This design comes from an exercise in tuning for small area and a short achievable clock period on the open sky130 flow, not from production work. The RTL was checked by simulation tests, not by an equivalence proof against the original design. Power is estimated from default activity; no workload was simulated.

==> run a: inputs <==
==> flow/design.v <==
package fir_rf_pkg;
   localparam logic WMODE_ABS  = 1'b0;
   localparam logic WMODE_PUSH = 1'b1;
   localparam logic RMODE_ABS  = 1'b0;
   localparam logic RMODE_TAP  = 1'b1;
   localparam int DEF_WIDTH = 16;
   localparam int DEF_DEPTH = 64;
   localparam int DEF_NCH   = 4;
   function automatic int unsigned tap_to_phys(input int unsigned head,
                                               input int unsigned tap,
                                               input int unsigned depth);
      tap_to_phys = ((head - 32'd1 - tap) & (depth - 32'd1));
   endfunction
endpackage
module fir_rf_ptr
#(
   parameter int DEPTH  = fir_rf_pkg::DEF_DEPTH,
   parameter int ADDR_W = $clog2(DEPTH)
) (
   input  logic              clk2,
   input  logic              rst,
   input  logic              push_i,
   input  logic              clr_i,
   input  logic [ADDR_W-1:0] tap_i,
   output logic [ADDR_W-1:0] head_o,
   output logic [ADDR_W-1:0] phys_o,
   output logic              tap_hit_o,
   output logic              full_o
);
   localparam logic [ADDR_W:0] FULL_CNT = (ADDR_W+1)'(DEPTH);
   logic [ADDR_W-1:0] head_q, head_d;
   logic [ADDR_W:0]   count_q, count_d;
   logic              full_q, full_d;
   always_ff @(posedge clk2) begin
      if (rst) begin
         head_q  <= '0;
         count_q <= '0;
         full_q  <= 1'b0;
      end else begin
         head_q  <= head_d;
         count_q <= count_d;
         full_q  <= full_d;
      end
   end
   always_comb begin
      head_d  = head_q;
      count_d = count_q;
      if (clr_i) begin
         head_d  = '0;
         count_d = '0;
      end else if (push_i) begin
         head_d = head_q + ADDR_W'(1);
         if (count_q != FULL_CNT) begin
            count_d = count_q + (ADDR_W+1)'(1);
         end
      end
      full_d = (count_d == FULL_CNT);
   end
   assign head_o    = head_q;
   assign phys_o    = head_q - ADDR_W'(1) - tap_i;   
   assign tap_hit_o = ({1'b0, tap_i} < count_q);
   assign full_o    = full_q;
endmodule
module fir_tap_regfile
#(
   parameter int WIDTH  = fir_rf_pkg::DEF_WIDTH,
   parameter int DEPTH  = fir_rf_pkg::DEF_DEPTH,
   parameter int NCH    = fir_rf_pkg::DEF_NCH,
   parameter int ADDR_W = $clog2(DEPTH),
   parameter int CH_W   = (NCH > 1) ? $clog2(NCH) : 1
) (
   input  logic                    clk2,
   input  logic                    rst,
   input  logic                    wen,
   input  logic                    wmode,
   input  logic [CH_W-1:0]         wch,
   input  logic [ADDR_W-1:0]       waddr,
   input  logic signed [WIDTH-1:0] din,
   input  logic                    ren,
   input  logic                    rmode,
   input  logic [CH_W-1:0]         rch,
   input  logic [ADDR_W-1:0]       raddr,
   output logic signed [WIDTH-1:0] dout,
   output logic                    dout_vld,
   input  logic                    clr,
   input  logic [CH_W-1:0]         clr_ch,
   output logic [NCH-1:0]          full
);
   logic signed [WIDTH-1:0] mem_q [NCH][DEPTH];
   logic [ADDR_W-1:0]       head_w [NCH];
   logic [ADDR_W-1:0]       phys_w [NCH];
   logic [NCH-1:0]          tap_hit_w;
   logic signed [WIDTH-1:0] dout_q, dout_d;
   logic                    vld_q;
   logic                    push_clr_collide;
   logic                    mem_we;
   logic [ADDR_W-1:0]       mem_waddr;
   logic [ADDR_W-1:0]       rd_addr;
   logic                    abs_bypass;
   for (genvar c = 0; c < NCH; c++) begin : g_ch
      logic push_c;
      logic clr_c;
      assign push_c = wen && (wmode == fir_rf_pkg::WMODE_PUSH) && (wch == CH_W'(c));
      assign clr_c  = clr && (clr_ch == CH_W'(c));
      fir_rf_ptr #(.DEPTH(DEPTH), .ADDR_W(ADDR_W)) u_ptr (
         .clk2      (clk2),
         .rst       (rst),
         .push_i    (push_c),
         .clr_i     (clr_c),
         .tap_i     (raddr),
         .head_o    (head_w[c]),
         .phys_o    (phys_w[c]),
         .tap_hit_o (tap_hit_w[c]),
         .full_o    (full[c])
      );
   end
   assign push_clr_collide = clr && (clr_ch == wch);
   assign mem_we    = wen && !rst && ((wmode == fir_rf_pkg::WMODE_ABS) || !push_clr_collide);
   assign mem_waddr = (wmode == fir_rf_pkg::WMODE_PUSH) ? head_w[wch] : waddr;
   always_ff @(posedge clk2) begin
      if (mem_we) begin
         mem_q[wch][mem_waddr] <= din;
      end
   end
   assign rd_addr    = (rmode == fir_rf_pkg::RMODE_TAP) ? phys_w[rch] : raddr;
   assign abs_bypass = (rmode == fir_rf_pkg::RMODE_ABS) && wen && (wmode == fir_rf_pkg::WMODE_ABS) &&
                       (wch == rch) && (waddr == raddr);
   always_comb begin
      dout_d = mem_q[rch][rd_addr];
      if (abs_bypass) begin
         dout_d = din;
      end else if ((rmode == fir_rf_pkg::RMODE_TAP) && !tap_hit_w[rch]) begin
         dout_d = '0;
      end
   end
   always_ff @(posedge clk2) begin
      if (rst) begin
         dout_q <= '0;
         vld_q  <= 1'b0;
      end else begin
         vld_q <= ren;
         if (ren) begin
            dout_q <= dout_d;
         end
      end
   end
   assign dout     = dout_q;
   assign dout_vld = vld_q;
endmodule
==> flow/run.sh <==
#!/bin/bash
# synth_recipe.tcl (not shown) runs the flow's synth.tcl, then flattens the netlist and writes it again
# the make line also repeats each setting of config.mk as NAME=value (left out here)
make -C /OpenROAD-flow-scripts/flow DESIGN_CONFIG=/design/flow/config.mk WORK_HOME=/design/flow/orfs CLKGATE_MAP_FILE= SYNTH_SCRIPT=/design/flow/synth_recipe.tcl finish
==> flow/config.mk <==
export PLATFORM = sky130hd
export DESIGN_NAME = fir_tap_regfile
export DESIGN_NICKNAME = fir_tap_regfile
export VERILOG_FILES = /design/flow/design.v
export SDC_FILE = /design/flow/constraint.sdc
export NUM_CORES = 4
export LEC_CHECK = 0
export CAP_MARGIN = 20
export CORE_MARGIN = 2
export CORE_UTILIZATION = 30
export PLACE_DENSITY = 0.45
export SETUP_SLACK_MARGIN = 0.3
export SLEW_MARGIN = 20
export SYNTH_MEMORY_MAX_BITS = 8192
==> flow/constraint.sdc <==
create_clock -name core_clock -period 5.0 [get_ports {clk2}]
set_input_delay 1.0000 -clock core_clock [delete_from_list [all_inputs] [get_ports {clk2}]]
set_output_delay 1.0000 -clock core_clock [all_outputs]
set_load 0.01 [all_outputs]
==> run b (differences from run a) <==
--- a/flow/design.v
+++ b/flow/design.v
@@ -8,7 +8,2 @@
    localparam int DEF_NCH   = 4;
-   function automatic int unsigned tap_to_phys(input int unsigned head,
-                                               input int unsigned tap,
-                                               input int unsigned depth);
-      tap_to_phys = ((head - 32'd1 - tap) & (depth - 32'd1));
-   endfunction
 endpackage
@@ -25,3 +20,4 @@
    output logic [ADDR_W-1:0] head_o,
-   output logic [ADDR_W-1:0] phys_o,
+   output logic [7:0]        phys_lo_o,
+   output logic [7:0]        phys_hi_o,
    output logic              tap_hit_o,
@@ -58,6 +54,40 @@
    end
+   logic [3:0] s_lo;
+   logic [2:0] s_hi;
+   assign s_lo = {1'b0, head_q[2:0]} + {1'b0, ~tap_i[2:0]};
+   assign s_hi = head_q[5:3] + ~tap_i[5:3];
+   always_comb begin
+      for (int k = 0; k < 8; k++) begin
+         phys_lo_o[k] = (s_lo[2:0] == 3'(k));
+         phys_hi_o[k] = s_lo[3] ? (s_hi == 3'(k - 1)) : (s_hi == 3'(k));
+      end
+   end
    assign head_o    = head_q;
-   assign phys_o    = head_q - ADDR_W'(1) - tap_i;   
    assign tap_hit_o = ({1'b0, tap_i} < count_q);
    assign full_o    = full_q;
+endmodule
+module fir_rf_sel8 (
+   input  logic [7:0] s,
+   input  logic [7:0] d,
+   output logic       y
+);
+   assign y = |(s & d);
+endmodule
+module fir_rf_aoi22 (
+   input  logic a0, b0, a1, b1,
+   output logic y
+);
+   assign y = ~((a0 & b0) | (a1 & b1));
+endmodule
+module fir_rf_nand #(parameter int N = 4) (
+   input  logic [N-1:0] a,
+   output logic         y
+);
+   assign y = ~(&a);
+endmodule
+module fir_rf_nor #(parameter int N = 2) (
+   input  logic [N-1:0] a,
+   output logic         y
+);
+   assign y = ~(|a);
 endmodule
@@ -88,5 +118,7 @@
 );
-   logic signed [WIDTH-1:0] mem_q [NCH][DEPTH];
+   localparam int NENT = NCH * DEPTH;           
+   localparam int NGRP = NENT / 8;              
    logic [ADDR_W-1:0]       head_w [NCH];
-   logic [ADDR_W-1:0]       phys_w [NCH];
+   logic [7:0]              plo_w [NCH];
+   logic [7:0]              phi_w [NCH];
    logic [NCH-1:0]          tap_hit_w;
@@ -94,12 +126,30 @@
    logic                    vld_q;
-   logic                    push_clr_collide;
-   logic                    mem_we;
-   logic [ADDR_W-1:0]       mem_waddr;
-   logic [ADDR_W-1:0]       rd_addr;
+   logic                    rd_go;
    logic                    abs_bypass;
+   logic                    byp_sel;
+   logic                    hold_sel;
+   logic [WIDTH-1:0]        word_q [NENT];
+   logic [7:0]              gsel_lo [NCH];      
+   logic [NGRP-1:0]         gsel_hi;            
+   logic [7:0]              alo, ahi;
+   always_comb begin
+      for (int k = 0; k < 8; k++) begin
+         alo[k] = (raddr[2:0] == 3'(k));
+         ahi[k] = (raddr[5:3] == 3'(k));
+      end
+   end
+   assign abs_bypass = (rmode == fir_rf_pkg::RMODE_ABS) && wen && (wmode == fir_rf_pkg::WMODE_ABS) &&
+                       (wch == rch) && (waddr == raddr);
+   assign rd_go    = ren && !rst;
+   assign byp_sel  = rd_go && abs_bypass;
+   assign hold_sel = !ren && !rst;
    for (genvar c = 0; c < NCH; c++) begin : g_ch
-      logic push_c;
-      logic clr_c;
+      logic              push_c;
+      logic              clr_c;
+      logic              wsel_c;
+      logic [ADDR_W-1:0] wa_c;
+      logic              rsel_c;
+      assign clr_c  = clr && (clr_ch == CH_W'(c));
+      assign wsel_c = wen && !rst && (wch == CH_W'(c));
       assign push_c = wen && (wmode == fir_rf_pkg::WMODE_PUSH) && (wch == CH_W'(c));
-      assign clr_c  = clr && (clr_ch == CH_W'(c));
       fir_rf_ptr #(.DEPTH(DEPTH), .ADDR_W(ADDR_W)) u_ptr (
@@ -111,3 +161,4 @@
          .head_o    (head_w[c]),
-         .phys_o    (phys_w[c]),
+         .phys_lo_o (plo_w[c]),
+         .phys_hi_o (phi_w[c]),
          .tap_hit_o (tap_hit_w[c]),
@@ -115,21 +166,45 @@
       );
-   end
-   assign push_clr_collide = clr && (clr_ch == wch);
-   assign mem_we    = wen && !rst && ((wmode == fir_rf_pkg::WMODE_ABS) || !push_clr_collide);
-   assign mem_waddr = (wmode == fir_rf_pkg::WMODE_PUSH) ? head_w[wch] : waddr;
+      assign wa_c = (wmode == fir_rf_pkg::WMODE_PUSH) ? head_w[c] : waddr;
+      assign rsel_c = rd_go && (rch == CH_W'(c)) && !abs_bypass &&
+                      ((rmode == fir_rf_pkg::RMODE_ABS) || tap_hit_w[c]);
+      assign gsel_lo[c] = (rmode == fir_rf_pkg::RMODE_TAP) ? plo_w[c] : alo;
+      assign gsel_hi[c*8 +: 8] = ((rmode == fir_rf_pkg::RMODE_TAP) ? phi_w[c] : ahi) & {8{rsel_c}};
+      for (genvar a = 0; a < DEPTH; a++) begin : g_word
+         logic we;
+         assign we = wsel_c && (wa_c == ADDR_W'(a)) &&
+                     ((wmode == fir_rf_pkg::WMODE_ABS) || !clr_c);
+         always_ff @(posedge clk2) begin
+            if (we) begin
+               word_q[c*DEPTH+a] <= din;
+            end
+         end
+      end
+   end
+   for (genvar b = 0; b < WIDTH; b++) begin : g_bit
+      logic [NGRP-1:0]   g8;       
+      logic [NGRP/8-1:0] g64;      
+      logic [NGRP/16-1:0] g128_n;  
+      logic              ext_n;    
+      for (genvar g = 0; g < NGRP; g++) begin : g_grp
+         logic [7:0] d;
+         for (genvar i = 0; i < 8; i++) begin : g_d
+            assign d[i] = word_q[8*g+i][b];
+         end
+         fir_rf_sel8 u_sel (.s (gsel_lo[g/8]), .d (d), .y (g8[g]));
+      end
+      for (genvar q = 0; q < NGRP/8; q++) begin : g_q
+         fir_rf_sel8 u_sel (.s (gsel_hi[8*q +: 8]), .d (g8[8*q +: 8]), .y (g64[q]));
+      end
+      for (genvar h = 0; h < NGRP/16; h++) begin : g_h
+         fir_rf_nor #(.N(2)) u_nor (.a (g64[2*h +: 2]), .y (g128_n[h]));
+      end
+      fir_rf_aoi22 u_ext (
+         .a0 (byp_sel),  .b0 (din[b]),
+         .a1 (hold_sel), .b1 (dout_q[b]),
+         .y  (ext_n)
+      );
+      fir_rf_nand #(.N(3)) u_out (.a ({ext_n, g128_n}), .y (dout_d[b]));
+   end
    always_ff @(posedge clk2) begin
-      if (mem_we) begin
-         mem_q[wch][mem_waddr] <= din;
-      end
-   end
-   assign rd_addr    = (rmode == fir_rf_pkg::RMODE_TAP) ? phys_w[rch] : raddr;
-   assign abs_bypass = (rmode == fir_rf_pkg::RMODE_ABS) && wen && (wmode == fir_rf_pkg::WMODE_ABS) &&
-                       (wch == rch) && (waddr == raddr);
-   always_comb begin
-      dout_d = mem_q[rch][rd_addr];
-      if (abs_bypass) begin
-         dout_d = din;
-      end else if ((rmode == fir_rf_pkg::RMODE_TAP) && !tap_hit_w[rch]) begin
-         dout_d = '0;
-      end
+      dout_q <= dout_d;
    end
@@ -137,9 +212,5 @@
       if (rst) begin
-         dout_q <= '0;
-         vld_q  <= 1'b0;
+         vld_q <= 1'b0;
       end else begin
          vld_q <= ren;
-         if (ren) begin
-            dout_q <= dout_d;
-         end
       end
==> flow/flow/run.sh (new file) <==
#!/bin/bash
# Layout flow: the standard ORFS flow (standard.sh) with two changes:
# port buffers of a fast, resizable buffer cell, and a clock tree of
# clkbuf_16 cells over sink clusters of at most 25 flops without dummy loads.
# Each tool's full output stays in orfs/logs; make's own output goes to
# flow_make.log in this folder.
set -euo pipefail
cd "$(dirname "$0")/.."
bash standard.sh \
   "BUFFER_PORTS_ARGS=-buffer_cell sky130_fd_sc_hd__buf_4" \
   "CTS_ARGS=-sink_clustering_enable -repair_clock_nets -dont_use_dummy_load -root_buf sky130_fd_sc_hd__clkbuf_16 -buf_list sky130_fd_sc_hd__clkbuf_16 -sink_clustering_size 25 -sink_clustering_max_diameter 70" \
   finish > flow_make.log 2>&1
==> flow/standard.sh (new file) <==
#!/bin/bash
# synth_recipe.tcl (not shown) runs the flow's synth.tcl, then flattens the netlist and writes it again
# the make line also repeats each setting of config.mk as NAME=value (left out here)
make -C /OpenROAD-flow-scripts/flow DESIGN_CONFIG=/design/flow/config.mk WORK_HOME=/design/flow/orfs CLKGATE_MAP_FILE= SYNTH_SCRIPT=/design/flow/synth_recipe.tcl "${@:-finish}"
Settings changed: CORE_UTILIZATION 30 to 60, GPL_TIMING_DRIVEN set to 0, PLACE_DENSITY 0.45 to 0.7, SETUP_SLACK_MARGIN 0.3 to 2.6, SYNTH_HIERARCHICAL set to 1, TNS_END_PERCENT set to 20.
removed: flow/run.sh
==> run notes <==
metric	run b	run a
Run status	timing/DRC/antenna clean	timing/DRC/antenna clean
Power in sequential cells	38.4 mW	38.5 mW
First-pass GRT wire length	628000 um	852000 um
Initial DRC count	15.4k	12.3k
Worst-case register-to-register setup slack	0.96 ns	0.35 ns
Clock Power Share	0.283	0.402
Synth top area share	0.808	0.732
Maximum number of pins on one net before global-route repair	129	138
Detailed Route WL	459000 um	608000 um
Die Wd	508 um	752 um
Post-place setup slack	-0.779 ns	-1.51 ns
Synthesized-area fraction occupied by and/or/nand/nor cells	0.0467	0.138
Multi-input combinational gate total	4017	7337
Clock network share of area	0.0275	0.0682

## static timing again, ports no longer ideal
How much do the figures lean on ideal ports? The routed layouts below were timed once more, with nothing changed but the port constraints. Step 1 assumes that a clkbuf_16 drives the clock port and a buf_2 every other input. Step 2 times the ports against the registers' clock, not the clock port: input delays grow and output delays shrink by t, the midpoint of the rising clock arrivals with the driver on. Slacks: ideal ports / drivers / drivers and shift; pairs: ideal ports / drivers.
run | shift t [ns] | setup WS [ns] | worst hold slack (ns) | slew at the worst register clock pin (ns) | cell pins on the clock port's net
run a | 1.139 | 0.329 / 0.349 / -0.712 | 0.350 / 0.292 / 0.492 | 0.07 / 0.07 | 1
run b | 0.987 | 0.940 / 0.851 / -0.136 | 0.398 / 0.354 / 0.550 | 0.10 / 0.10 | 1
With both steps, setup timing fails in run a and run b, where it was met with ideal ports. For run b, which loses most, drivers alone change the setup slack by -0.089 ns; drivers and shift together by -1.076 ns.
